Context: an optimization exercise on an open-source flow, tuned for a short achievable clock period and few clock cycles. The choices shown serve that exercise and are no tape-out recipe. Function was checked by simulation only, so behaviour that the tests miss may differ from the original. The clock port is modelled as an ideal driver; clocking choices that lean on that would not hold on a real chip. Power and IR drop assume default switching activity.

// riscv_core
module riscv_core #(
  parameter rv_pkg::word_t RESET_PC = 32'h0
) (
  input  logic  sys_clk,
  input  logic  reset_n,
  output rv_pkg::word_t imem_addr,
  input  rv_pkg::word_t imem_read_data,
  output logic  dmem_read_cmd_valid,
  output logic  dmem_write_cmd_valid,
  output rv_pkg::word_t dmem_addr,
  output rv_pkg::word_t dmem_write_data,
  input  rv_pkg::word_t dmem_read_data
);
Settings: LEC_CHECK=0, ABC_CLOCK_PERIOD_IN_PS=2500, CAP_MARGIN=20, CORE_MARGIN=2, CORE_UTILIZATION=40, SETUP_SLACK_MARGIN=4.5, SLEW_MARGIN=20; clock period 7.6 ns.
standard.sh (not shown) runs the stock make flow with config.mk's settings and CLKGATE_MAP_FILE= SYNTH_SCRIPT=/design/flow/synth_recipe.tcl, a recipe that flattens the netlist after the stock synthesis.
==> flow/flow/run.sh <==
#!/bin/bash
# The standard layout, with more timing repair: after the usual repair_timing call in CTS and in
# global routing, repair_timing runs again for setup (the same margin), then once more for hold.
# Everything else is the standard flow (standard.sh), including its synthesis.
set -euo pipefail
W=$(pwd)
bash standard.sh finish PRE_CTS_TCL="$W/flow/more_repair.tcl" \
  PRE_GLOBAL_ROUTE_TCL="$W/flow/more_repair.tcl" > "$W/orfs_make.log" 2>&1
==> flow/flow/more_repair.tcl <==
# Sourced by ORFS's cts.tcl and global_route.tcl before their timing repair. Replaces
# repair_timing_helper (scripts/util.tcl) with one that makes the same call and then repeats
# the setup repair, which often gets further from where the first call stopped.
proc repair_timing_helper { args } {
  set additional_args {}
  append_env_var additional_args SETUP_SLACK_MARGIN -setup_margin 1
  append_env_var additional_args HOLD_SLACK_MARGIN -hold_margin 1
  append_env_var additional_args SETUP_MOVE_SEQUENCE -sequence 1
  append_env_var additional_args TNS_END_PERCENT -repair_tns 1
  append_env_var additional_args SKIP_PIN_SWAP -skip_pin_swap 0
  append_env_var additional_args SKIP_GATE_CLONING -skip_gate_cloning 0
  append_env_var additional_args SKIP_BUFFER_REMOVAL -skip_buffer_removal 0
  append_env_var additional_args SKIP_LAST_GASP -skip_last_gasp 0
  append_env_var additional_args SKIP_VT_SWAP -skip_vt_swap 0
  append_env_var additional_args SKIP_CRIT_VT_SWAP -skip_crit_vt_swap 0
  append_env_var additional_args MATCH_CELL_FOOTPRINT -match_cell_footprint 0
  lappend additional_args {*}$args -verbose
  log_cmd repair_timing {*}$additional_args

  set setup_args {}
  append_env_var setup_args SETUP_SLACK_MARGIN -setup_margin 1
  append_env_var setup_args MATCH_CELL_FOOTPRINT -match_cell_footprint 0
  for {set i 0} {$i < 3} {incr i} {
    log_cmd repair_timing -setup {*}$setup_args -repair_tns 100 -verbose
  }
  set hold_args {}
  append_env_var hold_args HOLD_SLACK_MARGIN -hold_margin 1
  append_env_var hold_args MATCH_CELL_FOOTPRINT -match_cell_footprint 0
  log_cmd repair_timing -hold {*}$hold_args -verbose
}
Testbench counts at the start, summed over its fixed seeds: cycles 12,194.
Change:
==> flow/run.sh (new file) <==
#!/bin/bash
# synth_recipe.tcl (not shown) runs the flow's synth.tcl, then flattens the netlist and writes it again
# the make line also repeats each setting of config.mk as NAME=value (left out here)
make -C /OpenROAD-flow-scripts/flow DESIGN_CONFIG=/design/flow/config.mk WORK_HOME=/design/flow/orfs CLKGATE_MAP_FILE= SYNTH_SCRIPT=/design/flow/synth_recipe.tcl finish
removed: flow/flow/run.sh
removed: flow/flow/more_repair.tcl
removed: flow/standard.sh
Result: Non-clock buffer count came out lower by 35. Global-route usage drops by 0.10 points. Clock skew climbs by 0.0059 ns. Critical path depth rose by 1. First-iteration DRC count went up by 1.5%. Wire length is about the same. Hold slack hardly moves.


Setup of onyx:
riscv_core, a different RTL version from the one above (not shown whole).
Size in the first run: ~6800 cells after synthesis, ~1600 flip-flops, about 160 I/O pins, about 77000 µm² of cells after synthesis.
// riscv_core
module riscv_core #(
  parameter rv_pkg::word_t RESET_PC = 32'h0
) (
  input  logic  sys_clk,
  input  logic  reset_n,
  output rv_pkg::word_t imem_addr,
  input  rv_pkg::word_t imem_read_data,
  output logic  dmem_read_cmd_valid,
  output logic  dmem_write_cmd_valid,
  output rv_pkg::word_t dmem_addr,
  output rv_pkg::word_t dmem_write_data,
  input  rv_pkg::word_t dmem_read_data
);
  localparam int N = rv_pkg::A_N;
  logic          fetch_valid;    
  logic          skid_valid;     
  rv_pkg::word_t skid;
  rv_pkg::word_t f_instr;
  logic          stall;
  assign f_instr = skid_valid ? skid : imem_read_data;
  logic              f_is_instr, f_is_load, f_is_store, f_reg_write, f_use_imm;
  logic              f_use1, f_use2;
  rv_pkg::reg_addr_t f_rs1, f_rs2, f_rd;
  logic [N-1:0]      f_alu_sel;
  rv_pkg::word_t     f_imm;
  fetch_decode i_fetch_decode (
    .instr     (f_instr),
    .is_instr  (f_is_instr),
    .is_load   (f_is_load),
    .is_store  (f_is_store),
    .reg_write (f_reg_write),
    .use_imm   (f_use_imm),
    .rs1       (f_rs1),
    .rs2       (f_rs2),
    .use_rs1   (f_use1),
    .use_rs2   (f_use2),
    .rd        (f_rd),
    .alu_sel   (f_alu_sel),
    .imm       (f_imm)
  );
  logic              d_valid, d_is_load, d_is_store, d_reg_write, d_use_imm, d_early;
  logic              d_use1, d_use2;
  logic              d_issued;   
  logic              f_super;    
  ...
clock: 7.6 ns
lec_check: 0
abc_clock_period_in_ps: 2500
cap_margin: 20
core_margin: 2
core_utilization: 40
setup_slack_margin: 4.5
slew_margin: 20
run.sh (not shown) runs the stock make flow with config.mk's settings and CLKGATE_MAP_FILE= SYNTH_SCRIPT=/design/flow/synth_recipe.tcl, a recipe that flattens the netlist after the stock synthesis.
Stock flow here: none of the scripts above is used.
Testbench counts of onyx, summed over its fixed seeds: cycles 12,194.
Here is what was changed in the inputs of delta compared with onyx.
==> flow/flow/run.sh (new file) <==
#!/bin/bash
# The standard layout, with more timing repair: after the usual repair_timing call in CTS and in
# global routing, repair_timing runs again for setup (the same margin), then once more for hold.
# Everything else is the standard flow (standard.sh), including its synthesis.
set -euo pipefail
W=$(pwd)
bash standard.sh finish PRE_CTS_TCL="$W/flow/more_repair.tcl" \
  PRE_GLOBAL_ROUTE_TCL="$W/flow/more_repair.tcl" > "$W/orfs_make.log" 2>&1
==> flow/flow/more_repair.tcl (new file) <==
# Sourced by ORFS's cts.tcl and global_route.tcl before their timing repair. Replaces
# repair_timing_helper (scripts/util.tcl) with one that makes the same call and then repeats
# the setup repair, which often gets further from where the first call stopped.
proc repair_timing_helper { args } {
  set additional_args {}
  append_env_var additional_args SETUP_SLACK_MARGIN -setup_margin 1
  append_env_var additional_args HOLD_SLACK_MARGIN -hold_margin 1
  append_env_var additional_args SETUP_MOVE_SEQUENCE -sequence 1
  append_env_var additional_args TNS_END_PERCENT -repair_tns 1
  append_env_var additional_args SKIP_PIN_SWAP -skip_pin_swap 0
  append_env_var additional_args SKIP_GATE_CLONING -skip_gate_cloning 0
  append_env_var additional_args SKIP_BUFFER_REMOVAL -skip_buffer_removal 0
  append_env_var additional_args SKIP_LAST_GASP -skip_last_gasp 0
  append_env_var additional_args SKIP_VT_SWAP -skip_vt_swap 0
  append_env_var additional_args SKIP_CRIT_VT_SWAP -skip_crit_vt_swap 0
  append_env_var additional_args MATCH_CELL_FOOTPRINT -match_cell_footprint 0
  lappend additional_args {*}$args -verbose
  log_cmd repair_timing {*}$additional_args

  set setup_args {}
  append_env_var setup_args SETUP_SLACK_MARGIN -setup_margin 1
  append_env_var setup_args MATCH_CELL_FOOTPRINT -match_cell_footprint 0
  for {set i 0} {$i < 3} {incr i} {
    log_cmd repair_timing -setup {*}$setup_args -repair_tns 100 -verbose
  }
  set hold_args {}
  append_env_var hold_args HOLD_SLACK_MARGIN -hold_margin 1
  append_env_var hold_args MATCH_CELL_FOOTPRINT -match_cell_footprint 0
  log_cmd repair_timing -hold {*}$hold_args -verbose
}
==> flow/standard.sh (new file) <==
#!/bin/bash
# synth_recipe.tcl (not shown) runs the flow's synth.tcl, then flattens the netlist and writes it again
# the make line also repeats each setting of config.mk as NAME=value (left out here)
make -C /OpenROAD-flow-scripts/flow DESIGN_CONFIG=/design/flow/config.mk WORK_HOME=/design/flow/orfs CLKGATE_MAP_FILE= SYNTH_SCRIPT=/design/flow/synth_recipe.tcl "${@:-finish}"
removed: flow/run.sh
[summary]
A critical path endpoint of m_res[30]$_DFF_P_ is what delta shows, while m_res_n[30]$_DFF_P_ belongs to onyx.
As far as floorplan die width goes, onyx and delta are indistinguishable; the numbers are identical.
Compared with onyx, in delta final critical-path share of the clock period decreased by 0.55 points relative to the old numbers; sequential cell area share shrank by 0.96 points.
From onyx to delta the numbers moved as follows: maximum frequency now larger; clock power comparable.
Compared delta vs onyx, and relative contribution of combinational cells to total power is up in delta.
In delta, the multi-input combinational area share came out 0.34 points above the value in onyx.
On total number of cells along the worst setup path: between onyx and delta, it ends up higher for delta.
The estimated power of delta ends up higher than the estimate for onyx.
Per the comparison of delta with onyx, proportion of layout cells with a drive suffix above 1 higher, routed wire length climbed about 0.5%.

-- static timing again, ports no longer ideal --
Ports are ideal in the flow. The routed layouts listed here were re-timed in OpenROAD.
Step 1 assumes that a clkbuf_16 drives the clock port and a buf_2 every other input.
Step 2 times the ports against the registers' clock, not the clock port: input delays grow and output delays shrink by t, the midpoint of the rising clock arrivals with the driver on.
Three values: ideal, step 1, step 2; two values: the first two.
| run | shift t [ns] | setup slack, ns | slew at the worst register clock pin (ns) |
|---|---|---|---|
| the first run of note 1 | 0.929 | 4.132 / 4.132 / 3.323 | 0.07 / 0.07 |
| the second run of note 1 | 0.926 | 4.169 / 4.169 / 3.351 | 0.07 / 0.07 |
| onyx | 0.927 | 4.159 / 4.159 / 3.597 | 0.07 / 0.07 |
| delta | 0.924 | 4.201 / 4.201 / 3.633 | 0.07 / 0.07 |
After both steps every run listed still meets setup and hold. For the second run of note 1, which loses most, drivers alone change the setup slack by 0.000 ns; drivers and shift together by -0.818 ns.
